Background: an optimization exercise with open tools, aiming at small area, a short achievable clock period and few clock cycles per item. Do not read the settings as production practice. Only the layout flow was run in this run; the RTL was not checked for function there. Power is estimated from default activity; no workload was simulated.

## config.mk

```make
export PLATFORM = sky130hd
export DESIGN_NAME = ooo_core
export DESIGN_NICKNAME = ooo_core
export VERILOG_FILES = /design/flow/design.v
export SDC_FILE = /design/flow/constraint.sdc
export NUM_CORES = 4
export LEC_CHECK = 0
export CAP_MARGIN = 20
export CORE_MARGIN = 2
export CORE_UTILIZATION = 45
export GPL_ROUTABILITY_DRIVEN = 1
export GPL_TIMING_DRIVEN = 1
export PLACE_DENSITY = 0.6
export SLEW_MARGIN = 20
```

## constraint.sdc

```tcl
create_clock -name core_clock -period 12.0 [get_ports {clk}]
set_input_delay 2.4000 -clock core_clock [delete_from_list [all_inputs] [get_ports {clk}]]
set_output_delay 2.4000 -clock core_clock [all_outputs]
set_load 0.01 [all_outputs]
```

## design.v

```verilog
`timescale 1ns/1ps
module ooo_regfile (
  input  logic        clk,
  input  logic        i_clr,
  input  logic        i_we,
  input  logic [4:0]  i_waddr,
  input  logic [31:0] i_wdata,
  input  logic [31:1] i_rsel1,
  input  logic [31:1] i_rsel2,
  output logic [31:0] o_rdata1,
  output logic [31:0] o_rdata2
);
  logic [31:0] regs [32];
  logic [31:0] wdata;
  assign wdata = i_wdata & {32{~i_clr}};
  always_ff @(posedge clk) begin
    for (int i = 1; i < 32; i++) begin
      if (i_clr || (i_we && i_waddr == 5'(i))) regs[i] <= wdata;
    end
  end
  always_comb begin
    o_rdata1 = '0;
    o_rdata2 = '0;
    for (int i = 1; i < 32; i++) begin
      o_rdata1 = o_rdata1 | (regs[i] & {32{i_rsel1[i]}});
      o_rdata2 = o_rdata2 | (regs[i] & {32{i_rsel2[i]}});
    end
  end
endmodule
`timescale 1ns/1ps
module ooo_alu (
  input  logic        i_sub,
  input  logic [6:0]  i_sel,
  input  logic [31:0] i_a,
  input  logic [31:0] i_b,
  output logic [31:0] o_result
);
  logic [31:0] bx;
  logic [31:0] sum;
  logic        slt;
  logic [31:0] sh_in, sh_out, sh_rev;
  always_comb begin
    for (int i = 0; i < 32; i++) sh_in[i] = i_sel[4] ? i_a[31-i] : i_a[i];
  end
  assign sh_out = sh_in >> i_b[4:0];
  always_comb begin
    for (int i = 0; i < 32; i++) sh_rev[i] = sh_out[31-i];
  end
  assign bx  = i_b ^ {32{i_sub}};
  assign sum = i_a + bx + 32'(i_sub);
  assign slt = (i_a[31] ^ i_b[31]) ? i_a[31] : sum[31];
  assign o_result = ({32{i_sel[0]}} & sum)
                  | ({32{i_sel[1]}} & (i_a & i_b))
                  | ({32{i_sel[2]}} & (i_a | i_b))
                  | ({32{i_sel[3]}} & (i_a ^ i_b))
                  | ({32{i_sel[4]}} & sh_rev)
                  | ({32{i_sel[5]}} & sh_out)
                  | {31'd0, i_sel[6] & slt};
endmodule
`timescale 1ns/1ps
module ooo_core (
  input  logic        clk,
  input  logic        rst,
  input  logic        i_valid,
  input  logic [4:0]  i_uop_rd,
  input  logic [4:0]  i_uop_rs1,
  input  logic [4:0]  i_uop_rs2,
  input  logic [2:0]  i_uop_op,
  input  logic        i_uop_use_imm,
  input  logic [31:0] i_uop_imm,
  output logic        o_ready,
  output logic        o_commit_valid,
  output logic [4:0]  o_commit_rd,
  output logic [31:0] o_commit_data
);
  assign o_ready = 1'b1;
  logic        i_v;           
  logic        i_w;           
  logic [4:0]  i_rd;
  logic [31:1] i_rsel1;       
  logic [31:1] i_rsel2;
  logic        i_fwd1_e;      
  logic        i_fwd1_c;      
  logic        i_fwd2_e;
  logic        i_fwd2_c;
  logic [2:0]  i_op;
  logic        i_imm_sel;
  logic [31:0] i_imm;
  logic        e_v;
  logic        e_w;
  logic [4:0]  e_rd;
  logic        e_sub;
  logic [6:0]  e_sel;
  logic [31:0] e_a, e_b;
  logic        c_v;
  logic        c_w;
  logic [4:0]  c_rd;
  logic [31:0] c_data;
  always_ff @(posedge clk) begin
    i_rd      <= i_uop_rd;
    i_op      <= i_uop_op;
    i_imm_sel <= i_uop_use_imm;
    i_imm     <= i_uop_imm;
    for (int r = 1; r < 32; r++) begin
      i_rsel1[r] <= (i_uop_rs1 == 5'(r));
      i_rsel2[r] <= (i_uop_rs2 == 5'(r)) && !i_uop_use_imm;
    end
    i_fwd1_e <= i_w && (i_uop_rs1 == i_rd);
    i_fwd1_c <= e_w && (i_uop_rs1 == e_rd);
    i_fwd2_e <= i_w && (i_uop_rs2 == i_rd);
    i_fwd2_c <= e_w && (i_uop_rs2 == e_rd);
    if (rst) begin
      i_v <= 1'b0;
      i_w <= 1'b0;
    end else begin
      i_v <= i_valid;
      i_w <= i_valid && (i_uop_rd != 5'd0);
    end
  end
  logic        rst_q;
  always_ff @(posedge clk) rst_q <= rst;
  logic [31:0] rf_a, rf_b, alu_out;
  logic [31:0] fwd_a, fwd_b;
  ooo_regfile regfile_i (
    .clk      (clk),
    .i_clr    (rst_q),
    .i_we     (c_w),
    .i_waddr  (c_rd),
    .i_wdata  (c_data),
    .i_rsel1  (i_rsel1),
    .i_rsel2  (i_rsel2),
    .o_rdata1 (rf_a),
    .o_rdata2 (rf_b)
  );
  always_comb begin
    if (i_fwd1_e)       fwd_a = alu_out;
    else if (i_fwd1_c)  fwd_a = c_data;
    else                fwd_a = rf_a;
    if (i_imm_sel)      fwd_b = i_imm;
    else if (i_fwd2_e)  fwd_b = alu_out;
    else if (i_fwd2_c)  fwd_b = c_data;
    else                fwd_b = rf_b;
  end
  always_ff @(posedge clk) begin
    e_rd  <= i_rd;
    e_sub <= (i_op == 3'd1) || (i_op == 3'd7);
    e_sel <= {i_op == 3'd7, i_op == 3'd6, i_op == 3'd5, i_op == 3'd4,
              i_op == 3'd3, i_op == 3'd2, i_op[2:1] == 2'd0} & {7{i_w}};
    e_a   <= fwd_a;
    e_b   <= fwd_b;
    if (rst) begin
      e_v <= 1'b0;
      e_w <= 1'b0;
    end else begin
      e_v <= i_v;
      e_w <= i_w;
    end
  end
  ooo_alu alu_i (
    .i_sub    (e_sub),
    .i_sel    (e_sel),
    .i_a      (e_a),
    .i_b      (e_b),
    .o_result (alu_out)
  );
  always_ff @(posedge clk) begin
    c_rd   <= e_rd;
    c_data <= alu_out;
    if (rst) begin
      c_v <= 1'b0;
      c_w <= 1'b0;
    end else begin
      c_v <= e_v;
      c_w <= e_w;
    end
  end
  assign o_commit_valid = c_v;
  assign o_commit_rd    = c_rd;
  assign o_commit_data  = c_data;
endmodule
```

## flow/run.sh

```bash
#!/bin/bash
set -o pipefail
bash standard.sh SETUP_SLACK_MARGIN=8 finish > standard.log 2>&1
```

## standard.sh

```bash
#!/bin/bash
# synth_recipe.tcl (not shown) runs the flow's synth.tcl, then flattens the netlist and writes it again
# the make line also repeats each setting of config.mk as NAME=value (left out here)
make -C /OpenROAD-flow-scripts/flow DESIGN_CONFIG=/design/flow/config.mk WORK_HOME=/design/flow/orfs CLKGATE_MAP_FILE= SYNTH_SCRIPT=/design/flow/synth_recipe.tcl "${@:-finish}"
```

==> impl_metrics.py <==
metrics = {
    "status": {
        "status": "finished clean",
    },
    "clocking": {
        "numCtsBuffers": 132,
        "cts_buffer_depth": 3,
        "clock-root-buffer": "clkbuf_16",
        "clk_pin_slew_worst_paths_ns": 0.06,
        "cts.htree.levels": 4,
        "clock_latency_ns": 0.78,
        "cts_sinks": 1220,
        "cts_tree": "built",
    },
    "logic_synthesis": {
        "seq_area_frac_synth_pct": 63.71,
        "async_reset_ff_share_pct": 0,
        "syn-num-nets": 4186,
        "synth.top_cell.area_share_pct": 55.25,
        "ys_types": 76,
        "synth_top_area_cell": "edfxtp_1",
        "synth_warnings": 4,
        "netlist_area_sq_mm": 0.05392,
        "syn_avg_cell_area_sq_um": 13.36,
        "synth_cells": 4037,
        "synth-edff-count": 992,
        "synthTopCellsByArea": "edfxtp_1 55%, dfxtp_1 8.5%, a22oi_1 7.1%",
        "synth-seq-cells": 1220,
        "synthFlopType": "edfxtp_1",
    },
    "floorplanning": {
        "core_sq_mm": 0.1184,
        "rows": 126,
        "die_area_sq_mm": 0.1226,
        "ioPinCount": 93,
        "start_util_pct": 45.54,
        "die_w_um": 350.1,
        "die_h_um": 350.1,
    },
    "finish": {
        "area_growth_pct": 14.47,
        "final_area_sq_mm": 0.06172,
        "final_nets": 4283,
        "instances_no_fill": 5853,
        "drive_gt1_share_pct": 14.11,
        "mostFrequentLayoutCells": "992 x edfxtp_1, 509 x a22oi_1, 234 x a221oi_1",
        "final_common_cell": "edfxtp_1",
    },
    "power_and_ir_drop": {
        "total_power_uw": 10500,
        "power_leakage_uw": 0.02205,
        "vdd_drop_max_mv": 0.08922,
        "pwr_density_cell_mw_per_mm2": 170.1,
    },
    "global_route": {
        "grt_use_total_pct": 42.48,
        "met2_usage_pct": 59.98,
        "met3_usage_pct": 22.74,
        "grt-ovfl-total": 0,
        "grt_pass1_wl_um": 355400,
        "use_met1_pct": 49.79,
        "grt_max_degree": 66,
        "grt_pass1_vias": 43040,
        "top_usage_layer": "met2",
        "antenna_found_initial": 5,
    },
    "sta": {
        "rsz0062_at_grt": "yes",
        "setup_viol": 0,
        "fin_setup_tns_ns": 0,
        "tightest_slew_ns": 1.302,
        "slew_headroom_pct": 12.45,
        "finClkSkew_ns": 0.02631,
        "post-route-period-util_pct": 33.05,
        "layout_min_cycle_time_ns": 3.966,
        "final_max_slew_viol_count": 0,
        "fmax_mhz": 252.1,
        "fin_ws_ns": 8.034,
        "hold_viol_final": 0,
    },
    "route": {
        "postRouteAntennaNets": 0,
        "vias": 46010,
        "drt_iter0_drc": 10380,
        "viasPerCell": 7.860,
        "wire_per_inst_um": 45.47,
        "routed_wl_um": 266100,
        "drc": 0,
        "drt_pass1_iterations": 13,
    },
    "setup_path": {
        "required_ns": 9.60,
        "start_kind": "register",
        "crit_arrival_ns": 1.57,
        "end_kind": "output pin",
        "crit_type": "reg -> out",
        "worstPathMaxFanout": 4,
    },
    "placed_design": {
        "routabilityCongestion": 0.9825,
        "placed_cells": 5599,
        "dp_hpwl_um": 144900,
        "placed_cell_area_sq_mm": 0.05734,
        "port_buffers": 91,
        "post-place-ws_ns": 7.927,
    },
    "job": {
        "drv_cap": 0,
    },
    "min_path": {
        "hold_class": "reg -> reg",
    },
}
through the flow:
stage	util [%]	hold slack (ns)
6_report	52.13	0.4044
4_1_cts	52.01	0.3944
3_5_place_dp	48.43	0.3962
2_1_floorplan	-	0.3730
5_1_grt	52.10	0.4045
3_3_place_gp	48.42	0.3982
Yosys cell counts (94+ instances only):
cell,instances
nand3_1,121
a22o_1,227
nand4_1,135
a22oi_1,509
edfxtp_1,992
a221oi_1,234
nand2_1,133
ha_1,94
a21oi_1,122
clkbuf_1,241
nor2_1,130
dfxtp_1,228
path summary, 6_finish.rpt:
check                           slack (ns)           endpoint  depth (start not counted)               start
worst max-delay path                  8.03  o_commit_data[25]                          2  c_data[25]$_DFF_P_
worst min register to register        0.40    e_rd[4]$_DFF_P_                          0     i_rd[4]$_DFF_P_
worst min-delay path                  0.40    e_rd[4]$_DFF_P_                          0     i_rd[4]$_DFF_P_
worst max register to register        8.13    e_b[24]$_DFF_P_                         13       e_sub$_DFF_P_
logic make-up (layout without fill, tap and decap cells):
logic type | Yosys count | in the layout | synth area share (%)
other | 1 | 15 | 0.006955
multiplexers | 95 | 95 | 2.831
flip-flops | 1220 | 1220 | 63.71
adder cells (fa/ha/maj) | 95 | 95 | 2.219
XOR/XNOR | 71 | 71 | 1.153
AO/OA/AOI/OAI | 1413 | 1413 | 20.08
buffers and inverters | 382 | 584 | 2.738
AND/OR/NAND/NOR | 760 | 760 | 7.257
layer usage:
metal,vias up,wire length [um]
li1,16880,-
met1,22330,85640
met3,1580,48930
met2,5209,107000
met4,14,24090
met5,-,469
where the power goes:
group          switching, uW  internal (uW)  leakage (uW)
clock                   1750           2270       0.00205
sequential               278           4910        0.0122
combinational            880            409       0.00784
repair_timing:
item                                    in CTS  in global routing
setup buffers                                1                  0
gates cloned                                 0                  0
endpoints found under the setup margin      41                 20
hold buffers                                 0                  0
resized for setup                           96                 11
area by class of cell:
| class | instances | area (sq um) |
|---|---|---|
| repair buffers | 257 | 2142 |
| well taps | 1600 | 2002 |
| multi-input cells | 2435 | 18510 |
| flip-flops and latches | 1220 | 34540 |
| diodes | 14 | 35.03 |
| inverters | 88 | 330.3 |
| clock inverters | 71 | 629.4 |
| clock buffers | 168 | 3531 |
| fillers | 9976 | 56680 |
registers in the layout, indices dropped and copies added (netlist names), 3 cells and up:
name,count
regfile_i.regs,992
i_rsel2,31
e_a,32
i_rsel1,31
e_b,32
e_rd,5
c_rd,5
i_rd,5
i_op,3
c_data,32
i_imm,32
e_sel,7
worst max-delay path, cell delays in order, from the launching register on:
cell and delay (ns):
dfxtp_1 0.34, buf_6 0.18, dlygate4sd2_1 0.29

==> separate check: timing with driven ports <==
In the flow no input, the clock included, has a driving cell. The finished layout below was timed again as built, in two steps. Step 1 (the two cells are an assumption about what drives the block):
set clk [get_ports {clk}]
set_driving_cell -lib_cell sky130_fd_sc_hd__clkbuf_16 $clk
set_driving_cell -lib_cell sky130_fd_sc_hd__buf_2 [delete_from_list [all_inputs] $clk]
Step 2, shift: input delay + t, output delay - t, t = (earliest + latest rising clock arrival at the registers) / 2. This alone moves slack from input paths to output paths. Slacks: ideal / step 1 / step 2; pairs: ideal / step 1.
t, ns: 0.844
setup WS [ns]: 8.034 / 7.952 / 8.075
worst slew at a driven data input, ns: 0.06
After both steps setup and hold are still met in this run. For this run, drivers alone change the setup slack by -0.082 ns; drivers and shift together by +0.041 ns.
